Context: an optimization exercise on an open-source flow, tuned for small area, a short achievable clock period and few clock cycles. The choices shown serve that exercise and are no tape-out recipe.
Only simulation tests tie the RTL to the original design; equivalence was not proved.
Power and IR drop assume default switching activity.

## page_table_walker_with_permission_update_top
module page_table_walker_with_permission_update_top #(
	parameter int unsigned PHYS_ADDR_BITS = ptw_pkg::PHYS_ADDR_BITS_DEF
) (
	input  wire logic         clk,
	input  wire logic         arst_n,
	input  wire logic         s_axis_tvalid,
	output logic              s_axis_tready,
	input  wire logic [191:0] s_axis_tdata,
	input  wire logic [1:0]   s_axis_tuser,
	output logic              m_axis_tvalid,
	input  wire logic         m_axis_tready,
	output logic [319:0]      m_axis_tdata,
	output logic [1:0]        m_axis_tuser,
	output logic              m_axis_tlast,
	input  wire logic         cfg_valid,
	output logic              cfg_ready,
	input  wire logic [1:0]   cfg_index,
	input  wire logic [63:0]  cfg_data
);
For scale: about 440 flip-flops, ~590 I/O pins, about 0.020 mm^2 of cells after synthesis.
Settings: LEC_CHECK=0, CAP_MARGIN=20, CORE_MARGIN=2, CORE_UTILIZATION=60, CTS_BUF_LIST=sky130_fd_sc_hd__clkbuf_8, CTS_CLUSTER_DIAMETER=50, CTS_CLUSTER_SIZE=16, SETUP_SLACK_MARGIN=3.8, SLEW_MARGIN=20, TNS_END_PERCENT=5; clock period 6.5 ns.
standard.sh (not shown) runs the stock make flow with config.mk's settings and CLKGATE_MAP_FILE= SYNTH_SCRIPT=/design/flow/synth_recipe.tcl, a recipe that flattens the netlist after the stock synthesis.
==> flow/flow/run.sh <==
#!/bin/bash
# The standard layout (the standard.sh: standard synthesis, floorplan, power grid, placement,
# CTS, routing), with each port buffered by the smallest plain buffer (buf_1) instead of the
# buffer_ports default pick (a delay buffer, clkdlybuf4s50_1).
set -euo pipefail
export BUFFER_PORTS_ARGS="-buffer_cell sky130_fd_sc_hd__buf_1"
bash standard.sh finish > standard_flow.log 2>&1
The starting point completed with no timing, DRC or antenna violations.
Testbench counts at the start, summed over its fixed seeds: cycles 25,183.
==> next run, changes <==
Settings changed: SETUP_SLACK_MARGIN 3.8 to 3.5, TNS_END_PERCENT 5 to not set.
Outcome: The new run produced a clean layout; register-to-register slack barely changes; clock-buffer cell count grows by 2; via count rises by 3.2%; worst setup slack loses 0.016 ns; cell area climbs by 3.4%; synthesized area does not change; sequential share of layout area drops by 1.8 points; worst hold slack barely changes.

========
Starting RTL as in the previous note.
clock: 6.5 ns
lec_check: 0
cap_margin: 20
core_margin: 2
core_utilization: 55
cts_buf_list: sky130_fd_sc_hd__clkbuf_8
cts_cluster_diameter: 50
cts_cluster_size: 16
setup_slack_margin: 3.6
slew_margin: 20
tns_end_percent: 5
Scripts as last shown in full above: flow/flow/run.sh
Testbench counts at the start, summed over its fixed seeds: cycles 25,183.
Edit:
CORE_UTILIZATION = 60   (was 55)
SETUP_SLACK_MARGIN = 3.5   (was 3.6)
TNS_END_PERCENT = 1   (was 5)
Effect: The changed run went through all stages and came out clean; combinational power fell by about 8%; setup slack loses 0.022 ns; fmax shrinks by 0.69%; final cell count shrinks by 1.7%; count of clock-buffer cells in the layout shrinks by 4; die area goes down by 8.2%.
Edit:
SETUP_SLACK_MARGIN = 3.7   (was 3.5)
TNS_END_PERCENT = 5   (was 1)
What happened: The new run finished clean. Critical path depth does not change. First-iteration DRC count decreases by about 8%. Sequential power stays flat. Sequential share of layout area decreases by 0.38 points. Design area increases by 0.72%. Worst hold slack stays flat. Setup slack gets better by 0.057 ns. Via count decreases by about 0.5%. Global-route usage increases by 0.24 points.
Edit:
SETUP_SLACK_MARGIN = 3.4   (was 3.7)
TNS_END_PERCENT = not set   (was 5)
Cell count hardly moves.
Worst hold slack barely changes.
Cell area came out higher slightly.
Synthesized cell count is unchanged.
Setup slack got worse by 0.10 ns.
Total power came out higher by a few percent.
Clock-buffer cell count came out higher by 3.

========
page_table_walker_with_permission_update_top again, from the RTL that the note above started with.
clock: 6.5 ns
lec_check: 0
cap_margin: 20
core_margin: 2
core_utilization: 60
cts_buf_list: sky130_fd_sc_hd__clkbuf_8
cts_cluster_diameter: 50
cts_cluster_size: 16
setup_slack_margin: 3.5
slew_margin: 20
tns_end_percent: 5
Scripts as last shown in full above: flow/flow/run.sh
Testbench counts at the start, summed over its fixed seeds: cycles 25,183.
Rerun with:
--- a/flow/config.mk
+++ b/flow/config.mk
@@ -12,5 +12,5 @@
 export CTS_CLUSTER_DIAMETER = 50
 export CTS_CLUSTER_SIZE = 16
-export SETUP_SLACK_MARGIN = 3.5
+export SETUP_SLACK_MARGIN = 3.4
 export SLEW_MARGIN = 20
 export TNS_END_PERCENT = 5
Result: Worst setup slack is about the same. First-iteration DRC count drops by about 0.65%. Global-route usage hardly moves. Fmax hardly moves. Die area does not change.

========
page_table_walker_with_permission_update_top, a different RTL version from the one above (not shown whole).
Size in the first run: ~440 flip-flops, ~590 I/O pins, roughly 0.021 sq mm of cells after synthesis.
clock: 6.5 ns
lec_check: 0
cap_margin: 20
core_margin: 2
core_utilization: 40
slew_margin: 20
Scripts as last shown in full above: flow/flow/run.sh
Testbench counts at the start, summed over its fixed seeds: cycles 25,183.
Next try:
==> flow/run.sh (new file) <==
#!/bin/bash
# synth_recipe.tcl (not shown) runs the flow's synth.tcl, then flattens the netlist and writes it again
# the make line also repeats each setting of config.mk as NAME=value (left out here)
make -C /OpenROAD-flow-scripts/flow DESIGN_CONFIG=/design/flow/config.mk WORK_HOME=/design/flow/orfs CLKGATE_MAP_FILE= SYNTH_SCRIPT=/design/flow/synth_recipe.tcl finish
removed: flow/flow/run.sh
removed: flow/standard.sh
Result:
- The changed run passed the timing, DRC and antenna checks
- power rose by 2.1%
- routed wire length rose by 2.4%
- maximum frequency fell by 10%
- via count fell by 0.97%
- cell area rose by 14%
- global-route usage rose by 0.90 points
- flip-flop and latch count is unchanged

========
RTL: one of the versions met above, not the one the previous note started from.
Size: roughly 1600 cells after synthesis, roughly 440 flip-flops, roughly 590 I/O pins, about 20000 um2 of cells after synthesis.
==> flow/config.mk <==
export PLATFORM = sky130hd
export DESIGN_NAME = page_table_walker_with_permission_update_top
export DESIGN_NICKNAME = page_table_walker_with_permission_update_top
export VERILOG_FILES = /design/flow/design.v
export SDC_FILE = /design/flow/constraint.sdc
export NUM_CORES = 4
export LEC_CHECK = 0
export CAP_MARGIN = 20
export CORE_MARGIN = 2
export CORE_UTILIZATION = 60
export CTS_BUF_LIST = sky130_fd_sc_hd__clkbuf_8
export CTS_CLUSTER_DIAMETER = 50
export CTS_CLUSTER_SIZE = 16
export SETUP_SLACK_MARGIN = 3.6
export SLEW_MARGIN = 20
export TNS_END_PERCENT = 5
==> flow/constraint.sdc <==
create_clock -name core_clock -period 6.5 [get_ports {clk}]
set_input_delay 1.3000 -clock core_clock [delete_from_list [all_inputs] [get_ports {clk}]]
set_output_delay 1.3000 -clock core_clock [all_outputs]
set_load 0.01 [all_outputs]
==> flow/flow/run.sh <==
#!/bin/bash
# The standard layout (the standard.sh: standard synthesis, floorplan, power grid, placement,
# CTS, routing), with each port buffered by the smallest plain buffer (buf_1) instead of the
# buffer_ports default pick (a delay buffer, clkdlybuf4s50_1).
set -euo pipefail
export BUFFER_PORTS_ARGS="-buffer_cell sky130_fd_sc_hd__buf_1"
bash standard.sh finish > standard_flow.log 2>&1
Testbench counts at the start, summed over its fixed seeds: cycles 25,183.
Change:
Settings changed: TNS_END_PERCENT 5 to 0.
Effect: The new run went through all stages and came out clean; worst setup slack got worse by 0.011 ns; register-to-register slack got worse by 0.26 ns; routed wire length decreases slightly; clock-buffer cell count does not change; area after synthesis is unchanged; global-route usage stays flat; final cell count barely changes; via count hardly moves; final area decreases slightly.

## re-timing with driven ports
Ports are ideal in the flow. The routed layouts listed here were re-timed in OpenROAD. Step 1: set_driving_cell puts a clkbuf_16 on clk and a buf_2 on each other input, an assumption about the parent block. Step 2 times the ports against the registers' clock, not the clock port: input delays grow and output delays shrink by t, the midpoint of the rising clock arrivals with the driver on. Slacks: ideal ports / drivers / drivers and shift; pairs: ideal ports / drivers.
| run | t, ns | setup WS [ns] | worst setup path at the end | slew at the worst register clock pin (ns) | worst data-port slew with drivers (ns) |
|---|---|---|---|---|---|
| the first run of note 1 | 0.625 | 3.414 / 3.404 / 2.809 | input to register | 0.11 / 0.11 | 0.17 |
| the second run of note 1 | 0.625 | 3.397 / 3.347 / 2.753 | input to register | 0.10 / 0.10 | 0.22 |
| the first run of note 2 | 0.646 | 3.378 / 3.325 / 2.795 | input to register | 0.10 / 0.10 | 0.13 |
| the second run of note 2 | 0.627 | 3.356 / 3.329 / 2.725 | input to register | 0.11 / 0.11 | 0.19 |
| the third run of note 2 | 0.625 | 3.414 / 3.404 / 2.809 | input to register | 0.11 / 0.11 | 0.17 |
| the fourth run of note 2 | 0.643 | 3.309 / 3.320 / 2.694 | input to register | 0.11 / 0.11 | 0.22 |
| the first run of note 3 | 0.633 | 3.361 / 3.338 / 2.724 | input to register | 0.11 / 0.11 | 0.19 |
| the second run of note 3 | 0.627 | 3.362 / 3.323 / 2.742 | input to register | 0.11 / 0.11 | 0.18 |
| the first run of note 4 | 0.642 | 2.042 / 2.080 / 1.438 | input to register | 0.06 / 0.06 | 0.17 |
| the second run of note 4 | 0.649 | 1.533 / 1.572 / 0.924 | input to register | 0.06 / 0.06 | 0.16 |
| the first run of note 5 | 0.627 | 3.418 / 3.411 / 2.813 | input to register | 0.11 / 0.11 | 0.17 |
| the second run of note 5 | 0.630 | 3.407 / 3.395 / 2.798 | input to register | 0.11 / 0.11 | 0.18 |
After both steps setup and hold are still met in every run listed. The setup slack of the second run of note 1, which loses most, moves by -0.050 ns with the drivers and by -0.644 ns with both steps.
